From an optimization exercise on the open Yosys and OpenROAD flow, aimed at small area and a short achievable clock period; shortcuts taken in it are not production practice. At most, simulation tests tie the RTL to the original design; equivalence was not proved. Power figures rest on the tool's default switching activity, not on a simulated workload.

Setup of exp/sierra:
// addrgen_top
module addrgen_top (
  input  wire logic                 clk_i,
  input  wire logic                 rst_ni,
  input  wire logic                 start_i,
  input  wire logic                 enable_i,
  input  wire addrgen_pkg::addr_t   base_addr_i,
  input  wire addrgen_pkg::trans_t  trans_size_i,
  input  wire addrgen_pkg::len_t    line_length_i,
  input  wire addrgen_pkg::stride_t line_stride_i,
  input  wire addrgen_pkg::len_t    feat_length_i,
  input  wire addrgen_pkg::stride_t feat_stride_i,
  input  wire addrgen_pkg::len_t    feat_roll_i,
  input  wire logic                 loop_outer_i,
  output addrgen_pkg::addr_t        addr_o,
  output addrgen_pkg::strb_t        strb_o,
  output logic                      first_o,
  output logic                      last_o,
  output logic                      word_update_o,
  output logic                      line_update_o,
  output logic                      feat_update_o,
  output logic                      busy_o,
  output logic                      done_o
);
  logic mis_d, roll_zero_d;
  logic line_big_d, feat_big_d, roll_big_d;
  assign mis_d = (base_addr_i[1:0] != 2'b00) |
                 (line_stride_i[1:0] != 2'b00) |
                 (feat_stride_i[1:0] != 2'b00);
  logic line_over_d, feat_over_d, roll_over_d;
  assign line_over_d = (line_length_i[15:11] != 5'd0) |
                       (line_length_i[10] & (line_length_i[9:0] != 10'd0));
  assign feat_over_d = (feat_length_i[15:11] != 5'd0) |
                       (feat_length_i[10] & (feat_length_i[9:0] != 10'd0));
  assign roll_over_d = (feat_roll_i[15:11] != 5'd0) |
                       (feat_roll_i[10] & (feat_roll_i[9:0] != 10'd0));
  ...
==> flow/config.mk <==
export PLATFORM = sky130hd
export DESIGN_NAME = addrgen_top
export DESIGN_NICKNAME = addrgen_top
export VERILOG_FILES = /design/flow/design.v
export SDC_FILE = /design/flow/constraint.sdc
export NUM_CORES = 4
export LEC_CHECK = 0
export CAP_MARGIN = 20
export CORE_MARGIN = 2
export CORE_UTILIZATION = 60
export SETUP_SLACK_MARGIN = 2.0
export SLEW_MARGIN = 20
==> flow/constraint.sdc <==
create_clock -name core_clock -period 5.5 [get_ports {clk_i}]
set_input_delay 1.1000 -clock core_clock [delete_from_list [all_inputs] [get_ports {clk_i}]]
set_output_delay 1.1000 -clock core_clock [all_outputs]
set_load 0.01 [all_outputs]
standard.sh (not shown) runs the stock make flow with config.mk's settings and CLKGATE_MAP_FILE= SYNTH_SCRIPT=/design/flow/synth_recipe.tcl, a recipe that flattens the netlist after the stock synthesis.
==> flow/flow/run.sh <==
#!/bin/bash
# standard layout with small port buffers and no full/half-adder cell extraction
export BUFFER_PORTS_ARGS="-buffer_cell sky130_fd_sc_hd__buf_1"
bash standard.sh ADDER_MAP_FILE= finish > standard.log 2>&1
Every stage of the flow completed for exp/sierra, and the final layout passed the timing, DRC and antenna checks.
The following lists how exp/quartz was set up differently from exp/sierra:
Settings: changing SETUP_SLACK_MARGIN from 2.0 to 2.5.
==> flow/flow/run.sh <==
#!/bin/bash
# standard layout with small port buffers; full output in standard.log
export BUFFER_PORTS_ARGS="-buffer_cell sky130_fd_sc_hd__buf_1"
bash standard.sh > standard.log 2>&1
--- outcome ---
Diff exp/sierra -> exp/quartz | via count | increase of 0.56%. exp/quartz vs. exp/sierra: total chip power now sits lower, number of DRC markers after the initial detailed-route iteration picked up an extra 13%, die area rose by 1.7%, worst hold slack went up. The initial antenna violation count number comes out higher for exp/sierra vs exp/quartz. The lower setup slack of exp/sierra and exp/quartz is in exp/sierra. Met2 track demand over resource in global routing, exp/sierra and exp/quartz: lower on exp/quartz. Relative to exp/sierra, the count of plain and timing-repair buffers in the layout measured on exp/quartz has increased by more than 10%.
Relative to exp/quartz, the following input files were edited for exp/willow:
Settings: SETUP_SLACK_MARGIN now 2.0, was 2.5.
==> summary.txt <==
Worst-margin pin slew down 0.094 ns in exp/willow wrt exp/quartz. exp/willow vs. exp/quartz: via count saw a decrease; post-CTS resize count saw a decrease; instance count on the critical path saw little to no change. In the metrics for exp/willow and exp/quartz, the one carrying the higher share of cell area taken by flip-flops and latches is exp/willow.
## Diff of input files: exp/garnet against exp/willow
Settings: CTS_BUF_LIST newly set to sky130_fd_sc_hd__clkbuf_8; CTS_CLUSTER_SIZE newly set to 30.
### Flow results
- Total via count in the routed design: exp/garnet vs exp/willow up about 0.75%
- Arrival time at the worst endpoint: exp/garnet < exp/willow
- Power shrinks by a few percent when moving from exp/willow to exp/garnet.
- Compared to exp/willow, exp/garnet has minimum clock period after layout 0.038 ns lower.
- exp/garnet vs exp/willow, relative contribution of combinational cells to total power went up by 0.9 points.
- Design area was lower in exp/garnet than in exp/willow.
- Looking at sum of met3 wire segment lengths after detailed routing across exp/garnet and exp/willow, the one that comes out lower is exp/willow.
- Delta (exp/garnet minus exp/willow): CTS clock-pin slew for the worst setup and hold paths barely changed; worst setup slack has increased.
- Clock skew: exp/garnet better than exp/willow
No functional check of the RTL was part of any run of this note.

the baseline:
The RTL this note starts from:
==> flow/design.v <==
`timescale 1ns/1ps
`default_nettype none
package addrgen_pkg;
  typedef logic [32-1:0] addr_t;      
  typedef logic [10-1:0] cnt_t;        
  typedef logic [16-1:0] trans_t;    
  typedef logic [16-1:0] len_t;     
  typedef logic signed [16-1:0] stride_t;
  typedef logic [4-1:0] strb_t;      
  typedef enum logic [1:0] {
    RUN_IDLE = 2'd0,   
    RUN_BUSY = 2'd1,   
    RUN_DONE = 2'd2    
  } run_state_e;
endpackage
`default_nettype wire
`timescale 1ns/1ps
`default_nettype none
module addrgen_top (
  input  wire logic                 clk_i,
  input  wire logic                 rst_ni,
  input  wire logic                 start_i,
  input  wire logic                 enable_i,
  input  wire addrgen_pkg::addr_t   base_addr_i,
  input  wire addrgen_pkg::trans_t  trans_size_i,
  input  wire addrgen_pkg::len_t    line_length_i,
  input  wire addrgen_pkg::stride_t line_stride_i,
  input  wire addrgen_pkg::len_t    feat_length_i,
  input  wire addrgen_pkg::stride_t feat_stride_i,
  input  wire addrgen_pkg::len_t    feat_roll_i,
  input  wire logic                 loop_outer_i,
  output addrgen_pkg::addr_t        addr_o,
  output addrgen_pkg::strb_t        strb_o,
  output logic                      first_o,
  output logic                      last_o,
  output logic                      word_update_o,
  output logic                      line_update_o,
  output logic                      feat_update_o,
  output logic                      busy_o,
  output logic                      done_o
);
  logic mis_d, roll_zero_d;
  logic line_big_d, feat_big_d, roll_big_d;
  assign mis_d = (base_addr_i[1:0] != 2'b00) |
                 (line_stride_i[1:0] != 2'b00) |
                 (feat_stride_i[1:0] != 2'b00);
  logic line_over_d, feat_over_d, roll_over_d;
  assign line_over_d = (line_length_i[15:11] != 5'd0) |
                       (line_length_i[10] & (line_length_i[9:0] != 10'd0));
  assign feat_over_d = (feat_length_i[15:11] != 5'd0) |
                       (feat_length_i[10] & (feat_length_i[9:0] != 10'd0));
  assign roll_over_d = (feat_roll_i[15:11] != 5'd0) |
                       (feat_roll_i[10] & (feat_roll_i[9:0] != 10'd0));
  assign line_big_d  = mis_d ? (line_length_i[15:10] != 6'd0)
                             : (line_length_i == 16'd0) | line_over_d;
  assign feat_big_d  = (feat_length_i == 16'd0) | feat_over_d;
  assign roll_zero_d = (feat_roll_i == 16'd0);
  assign roll_big_d  = (roll_zero_d & ~loop_outer_i) | roll_over_d;
  logic        start_q, busy_q, done_q;
  logic [31:0] base_q;        
  logic [31:0] fstart_q;      
  logic [31:0] addr_q;        
  logic [16:0] jump_q;        
  logic        jump_done_q;   
  logic [15:0] fstride_q;
  logic [9:0]  line_len_q, feat_len_q, roll_len_q;
  logic        line_big_q, feat_big_q, roll_big_q;
  logic        outer_q;
  logic        mis_q;         
  logic        first_q;       
  logic [15:0] rem_q;         
  logic [9:0]  wcnt_q;        
  logic [9:0]  lcnt_q;        
  logic [9:0]  rcnt_q;        
  logic        wlast_q;       
  logic        llast_q;       
  logic        rlast_q;       
  logic mis, first, step, count_en, feat_step;
  logic [9:0] wcnt_d, lcnt_d, rcnt_d;
  assign mis       = mis_q;
  assign first     = first_q;
  assign step      = enable_i & busy_q & ~start_q;
  assign count_en  = step & ~(mis & first);
  assign feat_step = step & wlast_q & llast_q;
  assign wcnt_d = (start_q | wlast_q) ? {9'd0, ~mis} : wcnt_q + 10'd1;
  assign lcnt_d = (start_q | llast_q) ? 10'd1 : lcnt_q + 10'd1;
  assign rcnt_d = (start_q | rlast_q) ? 10'd1 : rcnt_q + 10'd1;
  logic        sa_addr_q, sa_fstart_q, sa_base_q;    
  logic        sb_four_q, sb_jump_q, sb_fstride_q;   
  logic [31:0] add_a, add_b, sum;
  assign add_a = ({32{sa_addr_q}}   & addr_q) |
                 ({32{sa_fstart_q}} & fstart_q) |
                 ({32{sa_base_q}}   & base_q);
  assign add_b = ({32{sb_four_q}}    & 32'd4) |
                 ({32{sb_jump_q}}    & {{15{jump_q[16]}}, jump_q}) |
                 ({32{sb_fstride_q}} & {{16{fstride_q[15]}}, fstride_q});
  logic [31:0] pg_p [0:5];
  logic [31:0] pg_g [0:5];
  assign pg_p[0] = add_a ^ add_b;
  assign pg_g[0] = add_a & add_b;
  for (genvar k = 0; k < 5; k++) begin : g_lvl
    for (genvar i = 0; i < 32; i++) begin : g_bit
      if (((i >> k) & 1) == 1) begin : g_op
        localparam int J = ((i >> k) << k) - 1;
        assign pg_g[k+1][i] = pg_g[k][i] | (pg_p[k][i] & pg_g[k][J]);
        assign pg_p[k+1][i] = pg_p[k][i] & pg_p[k][J];
      end else begin : g_pass
        assign pg_g[k+1][i] = pg_g[k][i];
        assign pg_p[k+1][i] = pg_p[k][i];
      end
    end
  end
  assign sum = pg_p[0] ^ {pg_g[5][30:0], 1'b0};
  logic wlast_n, llast_n, rlast_n, fend_n, base_n;
  assign wlast_n = ~line_big_q & (wcnt_d == line_len_q);
  assign llast_n = (start_q | wlast_q) ? (~feat_big_q & (lcnt_d == feat_len_q)) : llast_q;
  assign rlast_n = (start_q | (wlast_q & llast_q)) ? (~roll_big_q & (rcnt_d == roll_len_q))
                                                   : rlast_q;
  assign fend_n  = wlast_n & llast_n;
  assign base_n  = ~outer_q & rlast_n;
  always_ff @(posedge clk_i) begin
    if (start_i) begin
      sa_addr_q    <= 1'b0;
      sa_fstart_q  <= 1'b0;
      sa_base_q    <= 1'b1;
      sb_four_q    <= 1'b0;
      sb_jump_q    <= 1'b0;
      sb_fstride_q <= 1'b0;
    end else if (start_q || step) begin
      sa_addr_q    <= ~fend_n;
      sa_fstart_q  <= fend_n & ~base_n;
      sa_base_q    <= fend_n & base_n;
      sb_four_q    <= ~wlast_n;
      sb_jump_q    <= wlast_n & ~llast_n;
      sb_fstride_q <= fend_n & (outer_q ~^ rlast_n);
    end
  end
  always_ff @(posedge clk_i or negedge rst_ni) begin
    if (!rst_ni) begin
      start_q <= 1'b0;
      busy_q  <= 1'b0;
      done_q  <= 1'b0;
    end else begin
      start_q <= start_i;
      if (start_q) begin
        busy_q <= (rem_q != 16'd0);
        done_q <= (rem_q == 16'd0);
      end else if (count_en && rem_q == 16'd1) begin
        busy_q <= 1'b0;
        done_q <= 1'b1;
      end
    end
  end
  always_ff @(posedge clk_i) begin
    if (start_i) begin
      base_q     <= base_addr_i;
      fstride_q  <= feat_stride_i;
      line_len_q <= line_length_i[9:0];
      line_big_q <= line_big_d;
      feat_len_q <= feat_length_i[9:0];
      feat_big_q <= feat_big_d;
      roll_len_q <= {feat_roll_i[9:1], feat_roll_i[0] | (roll_zero_d & loop_outer_i)};
      roll_big_q <= roll_big_d;
      outer_q    <= loop_outer_i;
      mis_q      <= mis_d;
    end
  end
  always_ff @(posedge clk_i) begin
    if (start_i) begin
      rem_q <= trans_size_i;
    end else if (count_en) begin
      rem_q <= rem_q - 16'd1;
    end
  end
  always_ff @(posedge clk_i) begin
    if (start_i) begin
      jump_q <= {line_stride_i[15], line_stride_i};
    end else if (step && !wlast_q && !jump_done_q) begin
      jump_q[16:2] <= jump_q[16:2] - 15'd1;
    end
  end
  always_ff @(posedge clk_i) begin
    if (start_q) begin
      jump_done_q <= 1'b0;
    end else if (step && wlast_q) begin
      jump_done_q <= 1'b1;
    end
  end
  always_ff @(posedge clk_i) begin
    if (start_q || step) begin
      addr_q <= sum;
    end
    if (start_q || feat_step) begin
      fstart_q <= sum;
    end
  end
  always_ff @(posedge clk_i) begin
    if (start_q || step) begin
      wcnt_q  <= wcnt_d;
      first_q <= (wcnt_d == {9'd0, ~mis});
      wlast_q <= wlast_n;
    end
    if (start_q || (step && wlast_q)) begin
      lcnt_q  <= lcnt_d;
      llast_q <= llast_n;
    end
    if (start_q || feat_step) begin
      rcnt_q  <= rcnt_d;
      rlast_q <= rlast_n;
    end
  end
  logic [3:0] lead_mask;
  assign lead_mask = 4'b1111 << addr_q[1:0];
  always_comb begin
    strb_o = 4'b1111;
    if (mis) begin
      if (first)   strb_o = lead_mask;
      if (wlast_q) strb_o = ~lead_mask;
    end
  end
  assign addr_o        = {addr_q[31:2], 2'b00};
  assign first_o       = first;
  assign last_o        = wlast_q;
  assign word_update_o = step;
  assign line_update_o = step & wlast_q;
  assign feat_update_o = feat_step;
  assign busy_o        = busy_q;
  assign done_o        = done_q;
endmodule
`default_nettype wire
clock: 5.5 ns
lec_check: 0
cap_margin: 20
core_margin: 2
core_utilization: 60
cts_buf_list: sky130_fd_sc_hd__clkbuf_16
cts_cluster_diameter: 150
cts_cluster_size: 30
setup_slack_margin: 2.0
slew_margin: 20
==> flow/flow/run.sh <==
#!/bin/bash
# standard layout with small port buffers; full output in standard.log
export BUFFER_PORTS_ARGS="-buffer_cell sky130_fd_sc_hd__buf_1"
bash standard.sh > standard.log 2>&1
Inputs modified between the baseline and the candidate:
# the baseline
export LEC_CHECK = 0
export CAP_MARGIN = 20
export CORE_MARGIN = 2
export CORE_UTILIZATION = 60
export CTS_BUF_LIST = sky130_fd_sc_hd__clkbuf_16
export CTS_CLUSTER_DIAMETER = 150
export CTS_CLUSTER_SIZE = 30
export SETUP_SLACK_MARGIN = 2.0
export SLEW_MARGIN = 20
create_clock -name core_clock -period 5.5 [get_ports {clk_i}]
# the candidate
export LEC_CHECK = 0
export CAP_MARGIN = 20
export CORE_MARGIN = 2
export CORE_UTILIZATION = 60
export CTS_BUF_LIST = sky130_fd_sc_hd__clkbuf_8
export CTS_CLUSTER_DIAMETER = 100
export CTS_CLUSTER_SIZE = 16
export SETUP_SLACK_MARGIN = 2.0
export SLEW_MARGIN = 20
create_clock -name core_clock -period 5.5 [get_ports {clk_i}]
- The candidate: all stages complete, timing, DRC and antenna checks passed
- The candidate vs. the baseline: first-pass GRT wire length went up by 0.31%.
- Depth of the worst register-to-register path in the candidate vs the baseline: up 1
- Comparing the candidate against the baseline, there is no change at all in last weighted congestion value of the routability-driven placer.
- The candidate against the baseline: non-clock buffer count lower, wire length on met1 higher, fraction of power consumed by sequential logic higher, maximum clock frequency higher.
- The candidate has more setup slack than the baseline.
- Taking the baseline as the reference, in the candidate critical path required time went up; relative area change from synthesis to final layout went down; final cell count went up.

addrgen_top, a different RTL version from the one above (not shown whole).
For scale: ~930 cells after synthesis, ~230 flip-flops, roughly 180 I/O pins, about 11000 um2 of cells after synthesis.
## addrgen_top
module addrgen_top (
  input  wire logic                 clk_i,
  input  wire logic                 rst_ni,
  input  wire logic                 start_i,
  input  wire logic                 enable_i,
  input  wire addrgen_pkg::addr_t   base_addr_i,
  input  wire addrgen_pkg::trans_t  trans_size_i,
  input  wire addrgen_pkg::len_t    line_length_i,
  input  wire addrgen_pkg::stride_t line_stride_i,
  input  wire addrgen_pkg::len_t    feat_length_i,
  input  wire addrgen_pkg::stride_t feat_stride_i,
  input  wire addrgen_pkg::len_t    feat_roll_i,
  input  wire logic                 loop_outer_i,
  output addrgen_pkg::addr_t        addr_o,
  output addrgen_pkg::strb_t        strb_o,
  output logic                      first_o,
  output logic                      last_o,
  output logic                      word_update_o,
  output logic                      line_update_o,
  output logic                      feat_update_o,
  output logic                      busy_o,
  output logic                      done_o
);
clock: 5.5 ns
lec_check: 0
cap_margin: 20
core_margin: 2
core_utilization: 60
cts_buf_list: sky130_fd_sc_hd__clkbuf_8
cts_cluster_diameter: 100
cts_cluster_size: 16
setup_slack_margin: 2.0
slew_margin: 20
==> flow/flow/run.sh <==
#!/bin/bash
# standard layout with small port buffers and power (size) recovery; full output in standard.log
export BUFFER_PORTS_ARGS="-buffer_cell sky130_fd_sc_hd__buf_1"
bash standard.sh RECOVER_POWER=20 finish > standard.log 2>&1
The first run produced a layout that fails on max-capacitance violations, max-slew violations.
==> next run, changes <==
==> flow/flow/run.sh (replaced) <==
#!/bin/bash
# standard layout with small port buffers; full output in standard.log
export BUFFER_PORTS_ARGS="-buffer_cell sky130_fd_sc_hd__buf_1"
bash standard.sh > standard.log 2>&1
Result: The changed run completed without violations. Routed wire length hardly moves. Synthesized cell count does not change. Die area stays the same. Maximum frequency rose by 3.9%. Worst hold slack stays flat. Combinational power stays flat. First-iteration DRC count stays the same. Worst setup slack gets better by 0.13 ns. Power is about the same. Synthesized area does not change.
==> next run, changes <==
Settings changed: PLACE_DENSITY set to 0.8.
Effect: Final area increases slightly; synthesized cell count does not change; clock skew hardly moves; worst setup slack improves by 0.018 ns; routed wire length rose slightly; clock-buffer cell count is unchanged.
==> next run, changes <==
Settings changed: PLACE_DENSITY 0.8 to not set, SETUP_SLACK_MARGIN 2.0 to 2.5.
Result: Cell area is higher by 7.4%; synthesized cell count is unchanged; global-route usage is higher by 1.3 points.
==> next run, changes <==
Settings changed: SETUP_SLACK_MARGIN 2.5 to 2.25.
The changed run produced a clean layout.
Clock-buffer cell count does not change.
Sequential power hardly moves.
Clock skew shrinks by 0.0096 ns.
Sequential share of layout area is higher by 3.1 points.
Routed wire length is lower by 7.4%.
Via count is lower by 4.0%.
Total power fell by 2.3%.
==> next run, changes <==
Settings changed: GPL_ROUTABILITY_DRIVEN set to 0, SETUP_SLACK_MARGIN 2.25 to 2.0.
After rerunning: The new run ran to the end with no violations; total power barely changes; sequential cell count is unchanged; routed wire length goes down slightly; hold slack got worse by 0.023 ns; global-route usage is higher by 0.26 points; die area does not change.

-- static timing again, ports no longer ideal --
How much do the figures lean on ideal ports? The routed layouts below were timed once more, with nothing changed but the port constraints. Step 1, drivers: a clkbuf_16 drives clk_i and a buf_2 each remaining input, both assumed. Step 2 times the ports against the registers' clock, not the clock port: input delays grow and output delays shrink by t, the midpoint of the rising clock arrivals with the driver on. Three values: ideal ports, drivers, drivers and shift; two values: the first two.
run | t, ns | slack for setup (ns) | worst setup path at the end | slew at the worst register clock pin (ns) | worst data-port slew with drivers (ns)
exp/sierra | 0.560 | 2.135 / 2.101 / 2.135 | register to register | 0.06 / 0.06 | 0.06
exp/quartz | 0.552 | 2.209 / 2.209 / 2.209 | register to register | 0.06 / 0.06 | 0.06
exp/willow | 0.544 | 2.129 / 2.129 / 1.803 | input to register | 0.06 / 0.06 | 0.06
exp/garnet | 0.560 | 2.167 / 2.154 / 1.838 | input to register | 0.06 / 0.06 | 0.06
the baseline | 0.504 | 2.128 / 2.128 / 2.128 | register to register | 0.11 / 0.11 | 0.06
the candidate | 0.549 | 2.162 / 2.162 / 2.162 | register to register | 0.11 / 0.11 | 0.06
the first run of note 3 | 0.570 | 2.063 / 2.063 / 1.965 | input to register | 0.12 / 0.12 | 0.06
the second run of note 3 | 0.571 | 2.193 / 2.193 / 2.193 | register to register | 0.12 / 0.12 | 0.06
the third run of note 3 | 0.551 | 2.211 / 2.211 / 2.211 | register to register | 0.11 / 0.11 | 0.06
the fourth run of note 3 | 0.552 | 2.226 / 2.226 / 2.226 | register to register | 0.11 / 0.11 | 0.04
the fifth run of note 3 | 0.549 | 2.297 / 2.297 / 2.157 | input to register | 0.11 / 0.11 | 0.04
the sixth run of note 3 | 0.571 | 2.193 / 2.193 / 2.193 | register to register | 0.12 / 0.12 | 0.06
For exp/garnet, which loses most, drivers alone change the setup slack by -0.013 ns; drivers and shift together by -0.329 ns.
